This design comes from an exercise in tuning for small area and a short achievable clock period on the open sky130 flow, not from production work. Power and IR drop assume default switching activity.

==> 03-13: inputs <==
// diffeq_fu_core
module diffeq_fu_core
#(
    parameter int unsigned WIDTH = diffeq_pkg::DEFAULT_WIDTH
) (
    input  logic                    clk,
    input  logic                    reset,
    input  logic                    en,
    input  logic signed [WIDTH-1:0] v1,
    input  logic signed [WIDTH-1:0] v2,
    input  logic signed [WIDTH-1:0] v3,
    input  logic signed [WIDTH-1:0] v4,
    input  logic signed [WIDTH-1:0] v5,
    input  logic signed [WIDTH-1:0] v6,
    input  logic                    mode,
    output logic signed [WIDTH-1:0] w1,
    output logic signed [WIDTH-1:0] w2,
    output logic signed [WIDTH-1:0] w3,
    output logic signed [WIDTH-1:0] r1,
    output logic signed [WIDTH-1:0] r2,
    output logic signed [WIDTH-1:0] r3,
    output logic                    ovf1,
    output logic                    ovf2,
    output logic                    ovf3,
    output logic                    valid
);
==> flow/config.mk <==
export PLATFORM = sky130hd
export DESIGN_NAME = diffeq_fu_core
export DESIGN_NICKNAME = diffeq_fu_core
export VERILOG_FILES = /design/flow/design.v
export SDC_FILE = /design/flow/constraint.sdc
export NUM_CORES = 4
export LEC_CHECK = 0
export CAP_MARGIN = 20
export CORE_MARGIN = 2
export CORE_UTILIZATION = 40
export SETUP_SLACK_MARGIN = 2
export SLEW_MARGIN = 20
export SYNTH_HIERARCHICAL = 1
export SYNTH_MINIMUM_KEEP_SIZE = 0
==> flow/constraint.sdc <==
create_clock -name core_clock -period 10.0 [get_ports {clk}]
set_input_delay 2.0000 -clock core_clock [delete_from_list [all_inputs] [get_ports {clk}]]
set_output_delay 2.0000 -clock core_clock [all_outputs]
set_load 0.01 [all_outputs]
run.sh (not shown) runs the stock make flow with config.mk's settings and CLKGATE_MAP_FILE= SYNTH_SCRIPT=/design/flow/synth_recipe.tcl, a recipe that flattens the netlist after the stock synthesis.
==> 11-02 (differences from 03-13) <==
--- a/flow/config.mk
+++ b/flow/config.mk
@@ -10,3 +10,3 @@
 export CORE_UTILIZATION = 40
-export SETUP_SLACK_MARGIN = 2
+export SETUP_SLACK_MARGIN = 3.5
 export SLEW_MARGIN = 20
==> qor summary <==
Clock input transition at the sequential cells of the worst setup and hold paths: 03-13 0.08 ns; 11-02 0.07 ns
Routability congestion estimate from global placement: 03-13 0.899; 11-02 0.853
Post-route worst setup slack: 03-13 2.00 ns; 11-02 1.95 ns
Number of buffers added for setup after CTS: 03-13 14; 11-02 94
Capturing point of the worst reg2reg path: 03-13 ovf1_q$_DFFE_PP0P_; 11-02 r2_q[15]$_DFFE_PP0P_
Non-clock buffer total of the final layout: 03-13 240; 11-02 366
GRT Util Overall: 03-13 22.2%; 11-02 22.8%
Worst skew pair latency: 03-13 0.29 ns; 11-02 0.30 ns
Share of the final layout cell area in sequential cells: 03-13 8.09%; 11-02 7.14%
Worst setup path startpoint: 03-13 v1[4]; 11-02 v3[1]
Result of the run: 03-13 no timing/DRC/antenna violations; 11-02 no timing/DRC/antenna violations
Vias per cell: 03-13 5.28; 11-02 5.24
Combined area of the multi-input logic cells: 03-13 0.0117 mm2; 11-02 0.0127 mm2
LEAKAGE: 03-13 7.01 nW; 11-02 7.99 nW
Met1 demand-to-capacity share in global routing: 03-13 30.5%; 11-02 31.3%
Layout cells sized above 1: 03-13 18.7%; 11-02 37.6%
Routed length on met3: 03-13 2210 um; 11-02 1840 um
Sum of routed wire segments on met1: 03-13 16800 um; 11-02 17800 um
Global Route met2 Usage: 03-13 38.1%; 11-02 38.5%
Power Combinational: 03-13 5.10 mW; 11-02 6.40 mW
Share of cell area taken by multi-input logic gates: 03-13 72.5%; 11-02 69.6%
Max transition margin: 03-13 35.0%; 11-02 34.2%
Flop2flop setup slack: 03-13 9.22 ns; 11-02 9.17 ns
Count of non-filler cells in the finished layout: 03-13 1877; 11-02 2003
Combinational power share: 03-13 90.5%; 11-02 92.2%
Function was not checked in any run of this note: the RTL went through the layout flow alone.

---

==> build 39: inputs <==
Another version of the RTL of diffeq_fu_core (not shown whole).
Design diffeq_fu_core, start of the top module:
module diffeq_fu_core
#(
    parameter int unsigned WIDTH = diffeq_pkg::DEFAULT_WIDTH
) (
    input  logic                    clk,
    input  logic                    reset,
    input  logic                    en,
    input  logic signed [WIDTH-1:0] v1,
    input  logic signed [WIDTH-1:0] v2,
    input  logic signed [WIDTH-1:0] v3,
    input  logic signed [WIDTH-1:0] v4,
    input  logic signed [WIDTH-1:0] v5,
    input  logic signed [WIDTH-1:0] v6,
    input  logic                    mode,
    output logic signed [WIDTH-1:0] w1,
    output logic signed [WIDTH-1:0] w2,
    output logic signed [WIDTH-1:0] w3,
    output logic signed [WIDTH-1:0] r1,
    output logic signed [WIDTH-1:0] r2,
    output logic signed [WIDTH-1:0] r3,
    output logic                    ovf1,
    output logic                    ovf2,
    output logic                    ovf3,
    output logic                    valid
);
clock: 10.0 ns
lec_check: 0
cap_margin: 20
core_margin: 2
core_utilization: 40
setup_slack_margin: 1.8
slew_margin: 20
synth_hierarchical: 1
synth_minimum_keep_size: 0
standard.sh (not shown) runs the stock make flow with config.mk's settings and CLKGATE_MAP_FILE= SYNTH_SCRIPT=/design/flow/synth_recipe.tcl, a recipe that flattens the netlist after the stock synthesis.
==> flow/flow/run.sh <==
#!/bin/bash
# The standard layout (standard.sh) with two changes:
#  - the port buffers are the smallest buffer cell, sky130_fd_sc_hd__buf_1;
#  - before floorplanning, flow/downsize.tcl gives each combinational cell its smallest
#    drive strength, so that timing repair upsizes only the cells that need it.
export BUFFER_PORTS_ARGS="-buffer_cell sky130_fd_sc_hd__buf_1"
export PRE_FLOORPLAN_TCL="$PWD/flow/downsize.tcl"
bash standard.sh > standard_run.log 2>&1
==> flow/flow/downsize.tcl <==
# Before floorplanning: give every combinational cell the smallest drive strength of its
# function; the timing repair later upsizes only the cells that need it.
set n 0
foreach inst [get_cells *] {
  set m [get_property $inst ref_name]
  if { ![regexp {^(sky130_fd_sc_hd__[a-z0-9]+)_([0-9]+)$} $m -> base sz] } { continue }
  if { [regexp {df|dl|sdf|edf|conb|fa$|ha$|tap|fill|decap|clkbuf|buf$|bufbuf|dly|clkinv} $base] } { continue }
  set best $m
  set best_area [get_property [get_lib_cells */$m] area]
  foreach alt [get_lib_cells */${base}_*] {
    set an [get_name $alt]
    if { ![regexp "^${base}_\[0-9\]+\$" $an] } { continue }
    if { [get_property $alt dont_use] } { continue }
    set a [get_property $alt area]
    if { $a < $best_area } { set best $an; set best_area $a }
  }
  if { $best ne $m } {
    replace_cell $inst $best
    incr n
  }
}
puts "downsize.tcl: resized $n instances to their smallest drive"
==> inputs of build 87, as changes to build 39 <==
--- a/flow/design.v
+++ b/flow/design.v
@@ -721,11 +721,114 @@
     diffeq_fa u_fa118 (.a(s86), .b(c101), .c(s102), .s(s117), .co(c117));
     diffeq_fa u_fa119 (.a(c102), .b(s88), .c(s103), .s(s118), .co(c118));
     diffeq_fa u_fa120 (.a(s90), .b(c103), .c(s104), .s(s119), .co(c119));
     assign x = {c118, c117, c116, c115, c114, c113, c112, c111, c110, c109, c108, c107, c106, c105, s105, q0_1, q0_0};
     assign y = {s119, s118, s117, s116, s115, s114, s113, s112, s111, s110, s109, s108, s107, s106, q2_0, q1_0, 1'b1};
-    assign p = ~(x + y + 17'd1);
+    logic [16:0] fg, fp, cy;
+    assign fg = x & y;
+    assign fp = x ^ y;
+    logic pg0, pp0;
+    assign pg0 = fg[1] | (fp[1] & (fg[0] | fp[0]));
+    assign pp0 = fp[1] & fp[0];
+    logic pg1, pp1;
+    assign pg1 = fg[3] | (fp[3] & fg[2]);
+    assign pp1 = fp[3] & fp[2];
+    logic pg2, pp2;
+    assign pg2 = fg[5] | (fp[5] & fg[4]);
+    assign pp2 = fp[5] & fp[4];
+    logic pg3, pp3;
+    assign pg3 = fg[7] | (fp[7] & fg[6]);
+    assign pp3 = fp[7] & fp[6];
+    logic pg4, pp4;
+    assign pg4 = fg[9] | (fp[9] & fg[8]);
+    assign pp4 = fp[9] & fp[8];
+    logic pg5, pp5;
+    assign pg5 = fg[11] | (fp[11] & fg[10]);
+    assign pp5 = fp[11] & fp[10];
+    logic pg6, pp6;
+    assign pg6 = fg[13] | (fp[13] & fg[12]);
+    assign pp6 = fp[13] & fp[12];
+    logic pg7, pp7;
+    assign pg7 = fg[15] | (fp[15] & fg[14]);
+    assign pp7 = fp[15] & fp[14];
+    logic pg8, pp8;
+    assign pg8 = fg[2] | (fp[2] & pg0);
+    assign pp8 = fp[2] & pp0;
+    logic pg9, pp9;
+    assign pg9 = pg1 | (pp1 & pg0);
+    assign pp9 = pp1 & pp0;
+    logic pg10, pp10;
+    assign pg10 = fg[6] | (fp[6] & pg2);
+    assign pp10 = fp[6] & pp2;
+    logic pg11, pp11;
+    assign pg11 = pg3 | (pp3 & pg2);
+    assign pp11 = pp3 & pp2;
+    logic pg12, pp12;
+    assign pg12 = fg[10] | (fp[10] & pg4);
+    assign pp12 = fp[10] & pp4;
+    logic pg13, pp13;
+    assign pg13 = pg5 | (pp5 & pg4);
+    assign pp13 = pp5 & pp4;
+    logic pg14, pp14;
+    assign pg14 = fg[14] | (fp[14] & pg6);
+    assign pp14 = fp[14] & pp6;
+    logic pg15, pp15;
+    assign pg15 = pg7 | (pp7 & pg6);
+    assign pp15 = pp7 & pp6;
+    logic pg16, pp16;
+    assign pg16 = fg[4] | (fp[4] & pg9);
+    assign pp16 = fp[4] & pp9;
+    logic pg17, pp17;
+    assign pg17 = pg2 | (pp2 & pg9);
+    assign pp17 = pp2 & pp9;
+    logic pg18, pp18;
+    assign pg18 = pg10 | (pp10 & pg9);
+    assign pp18 = pp10 & pp9;
+    logic pg19, pp19;
+    assign pg19 = pg11 | (pp11 & pg9);
+    assign pp19 = pp11 & pp9;
+    logic pg20, pp20;
+    assign pg20 = fg[12] | (fp[12] & pg13);
+    assign pp20 = fp[12] & pp13;
+    logic pg21, pp21;
+    assign pg21 = pg6 | (pp6 & pg13);
+    assign pp21 = pp6 & pp13;
+    logic pg22, pp22;
+    assign pg22 = pg14 | (pp14 & pg13);
+    assign pp22 = pp14 & pp13;
+    logic pg23, pp23;
+    assign pg23 = pg15 | (pp15 & pg13);
+    assign pp23 = pp15 & pp13;
+    logic pg24, pp24;
+    assign pg24 = fg[8] | (fp[8] & pg19);
+    assign pp24 = fp[8] & pp19;
+    logic pg25, pp25;
+    assign pg25 = pg4 | (pp4 & pg19);
+    assign pp25 = pp4 & pp19;
+    logic pg26, pp26;
+    assign pg26 = pg12 | (pp12 & pg19);
+    assign pp26 = pp12 & pp19;
+    logic pg27, pp27;
+    assign pg27 = pg13 | (pp13 & pg19);
+    assign pp27 = pp13 & pp19;
+    logic pg28, pp28;
+    assign pg28 = pg20 | (pp20 & pg19);
+    assign pp28 = pp20 & pp19;
+    logic pg29, pp29;
+    assign pg29 = pg21 | (pp21 & pg19);
+    assign pp29 = pp21 & pp19;
+    logic pg30, pp30;
+    assign pg30 = pg22 | (pp22 & pg19);
+    assign pp30 = pp22 & pp19;
+    logic pg31, pp31;
+    assign pg31 = pg23 | (pp23 & pg19);
+    assign pp31 = pp23 & pp19;
+    logic pg32, pp32;
+    assign pg32 = fg[16] | (fp[16] & pg31);
+    assign pp32 = fp[16] & pp31;
+    assign cy = {pg31, pg30, pg29, pg28, pg27, pg26, pg25, pg24, pg19, pg18, pg17, pg16, pg9, pg8, pg0, (fg[0] | fp[0]), 1'b1};
+    assign p = ~(fp ^ cy);
     assign out = p[15:0];
     assign ta[16] = 1'b1;
     assign tb[16] = 1'b1;
     genvar k;
     for (k = 1; k < 16; k++) begin : g_fit
@@ -743,36 +846,40 @@
     input  logic signed [WIDTH-1:0] in2,
     input  logic                    mode,
     output logic signed [WIDTH-1:0] out,
     output logic                    ovf
 );
-    localparam int unsigned H = WIDTH / 2;
+    localparam int unsigned B1 = 6;
+    localparam int unsigned B2 = 11;
     logic             sub;
     logic [WIDTH-1:0] a, b;
-    logic [H:0]       cl;
-    logic [WIDTH-1:H] s0, s1;
-    logic [WIDTH:H]   c0, c1;
+    logic [B1:0]      cl;
+    logic [WIDTH-1:B1] s0, s1;
+    logic [WIDTH:B1]   c0, c1;
+    logic             cm;
     assign sub = (mode == diffeq_pkg::MODE_SUB);
     assign a   = in1;
     assign b   = in2 ^ {WIDTH{sub}};
     assign cl[0] = sub;
-    for (genvar i = 0; i < H; i++) begin : g_lo
+    for (genvar i = 0; i < B1; i++) begin : g_lo
         diffeq_fa u_fa (.a(a[i]), .b(b[i]), .c(cl[i]), .s(out[i]), .co(cl[i+1]));
     end
-    assign c0[H] = 1'b0;
-    assign c1[H] = 1'b1;
-    for (genvar i = H; i < WIDTH; i++) begin : g_hi
-        if (i == H) begin : g_first
+    for (genvar i = B1; i < WIDTH; i++) begin : g_hi
+        if (i == B1 || i == B2) begin : g_first
             diffeq_ha   u_h0 (.a(a[i]), .b(b[i]), .s(s0[i]), .co(c0[i+1]));
             diffeq_xnor u_h1 (.a(a[i]), .b(b[i]), .y(s1[i]));
             assign c1[i+1] = a[i] | b[i];
         end else begin : g_rest
             diffeq_fa u_f0 (.a(a[i]), .b(b[i]), .c(c0[i]), .s(s0[i]), .co(c0[i+1]));
             diffeq_fa u_f1 (.a(a[i]), .b(b[i]), .c(c1[i]), .s(s1[i]), .co(c1[i+1]));
         end
     end
-    assign out[WIDTH-1:H] = cl[H] ? s1 : s0;
+    assign c0[B1] = 1'b0;
+    assign c1[B1] = 1'b1;
+    assign cm            = cl[B1] ? c1[B2] : c0[B2];
+    assign out[B2-1:B1]  = cl[B1] ? s1[B2-1:B1] : s0[B2-1:B1];
+    assign out[WIDTH-1:B2] = cm ? s1[WIDTH-1:B2] : s0[WIDTH-1:B2];
     assign ovf = (a[WIDTH-1] == b[WIDTH-1]) && (out[WIDTH-1] != a[WIDTH-1]);
 endmodule
 module diffeq_fu_core
 #(
     parameter int unsigned WIDTH = diffeq_pkg::DEFAULT_WIDTH
Settings changed: CAP_MARGIN 20 to 0, SLEW_MARGIN 20 to 0.
==> inputs of trial 30, as changes to build 39 <==
Settings changed: CAP_MARGIN 20 to 0, SETUP_SLACK_MARGIN 1.8 to 1.6, SLEW_MARGIN 20 to 0.
==> summary.md <==
| Metric | Value |
|---|---|
| Run status | no timing/DRC/antenna violations |
| Logic inverters | 16 |
| Portion of the clock cycle consumed by the worst path in the final layout | 0.826 |
| Leakage | ~4.5 nW |
| Total power density per cell area | 348 nW/µm² |
| Register share of total power | 0.081 |
| Initial core utilization | 0.405 |
| Worst Slack Setup Final | 1.74 ns |
| Fraction of standard cell area in multi-input logic | 0.765 |
| Instance area after placement | 11900 µm² |
| Sum of routed wire length over all layers | 29.9 mm |
| Cell type of the slowest stage on the worst timing path | fa_1 |
| Ordered list of cells on the worst path | clkbuf_4, nand2_1, or2_2, fa_1, fa_1, fa_1, fa_1, fa_1, ha_1, xor2_1, nor2_1, a31o_1, nor2_1, buf_1 |
[end of results for trial 30]
==> summary.md <==
| Metric | Value |
|---|---|
| Run status | no timing/DRC/antenna violations |
| Initial core utilization | 0.405 |
| Sum of routed wire length over all layers | 30.3 mm |
| Portion of the clock cycle consumed by the worst path in the final layout | 0.808 |
| Ordered list of cells on the worst path | clkbuf_4, xor2_1, fa_1, fa_1, fa_1, fa_2, fa_1, fa_2, fa_2, fa_2, mux2_4, clkbuf_2 |
| Cell type of the slowest stage on the worst timing path | fa_2 |
| Fraction of standard cell area in multi-input logic | 0.756 |
| Worst Slack Setup Final | 1.92 ns |
[end of results for build 39]
==> summary.md <==
| Metric | Value |
|---|---|
| Fraction of standard cell area in multi-input logic | 0.745 |
| Cell type of the slowest stage on the worst timing path | fa_1 |
| Logic inverters | 29 |
| Sum of routed wire length over all layers | approximately 30 mm |
| Run status | no timing/DRC/antenna violations |
| Portion of the clock cycle consumed by the worst path in the final layout | 0.807 |
| Initial core utilization | 0.403 |
[end of results for build 87]
Function was not checked in any run of this note: the RTL went through the layout flow alone.

-- port drivers added, routing unchanged --
How much do the figures lean on ideal ports? The routed layouts below were timed once more, with nothing changed but the port constraints. Step 1 (the two cells are an assumption about what drives the block):
set clk [get_ports {clk}]
set_driving_cell -lib_cell sky130_fd_sc_hd__clkbuf_16 $clk
set_driving_cell -lib_cell sky130_fd_sc_hd__buf_2 [delete_from_list [all_inputs] $clk]
Step 2 adds t to the input delays and takes it off the output delays; t is the mean of the earliest and latest rising clock arrival at the registers after step 1. Input paths then give back, and output paths get back, about the clock's delay inside the block. Three values: no drivers, after step 1, after step 2; two values: the first two.
| run | t (ns) | slack for setup (ns) | worst hold slack (ns) | worst data-port slew with drivers (ns) | cell pins on the clock port's net |
|---|---|---|---|---|---|
| 03-13 | 0.330 | 2.001 / 1.920 / 1.920 | 0.511 / 0.511 / 0.511 | 0.13 | 1 |
| 11-02 | 0.347 | 1.953 / 1.888 / 1.888 | 0.512 / 0.512 / 0.512 | 0.14 | 1 |
| build 39 | 0.331 | 1.924 / 1.901 / 1.901 | 0.483 / 0.483 / 0.483 | 0.07 | 1 |
| build 87 | 0.350 | 1.934 / 1.912 / 1.912 | 0.489 / 0.489 / 0.489 | 0.08 | 1 |
| trial 30 | 0.331 | 1.737 / 1.693 / 1.693 | 0.485 / 0.485 / 0.485 | 0.05 | 1 |
After both steps every run listed still meets setup and hold. The setup slack of 03-13, which loses most, moves by -0.081 ns with the drivers and by -0.081 ns with both steps.
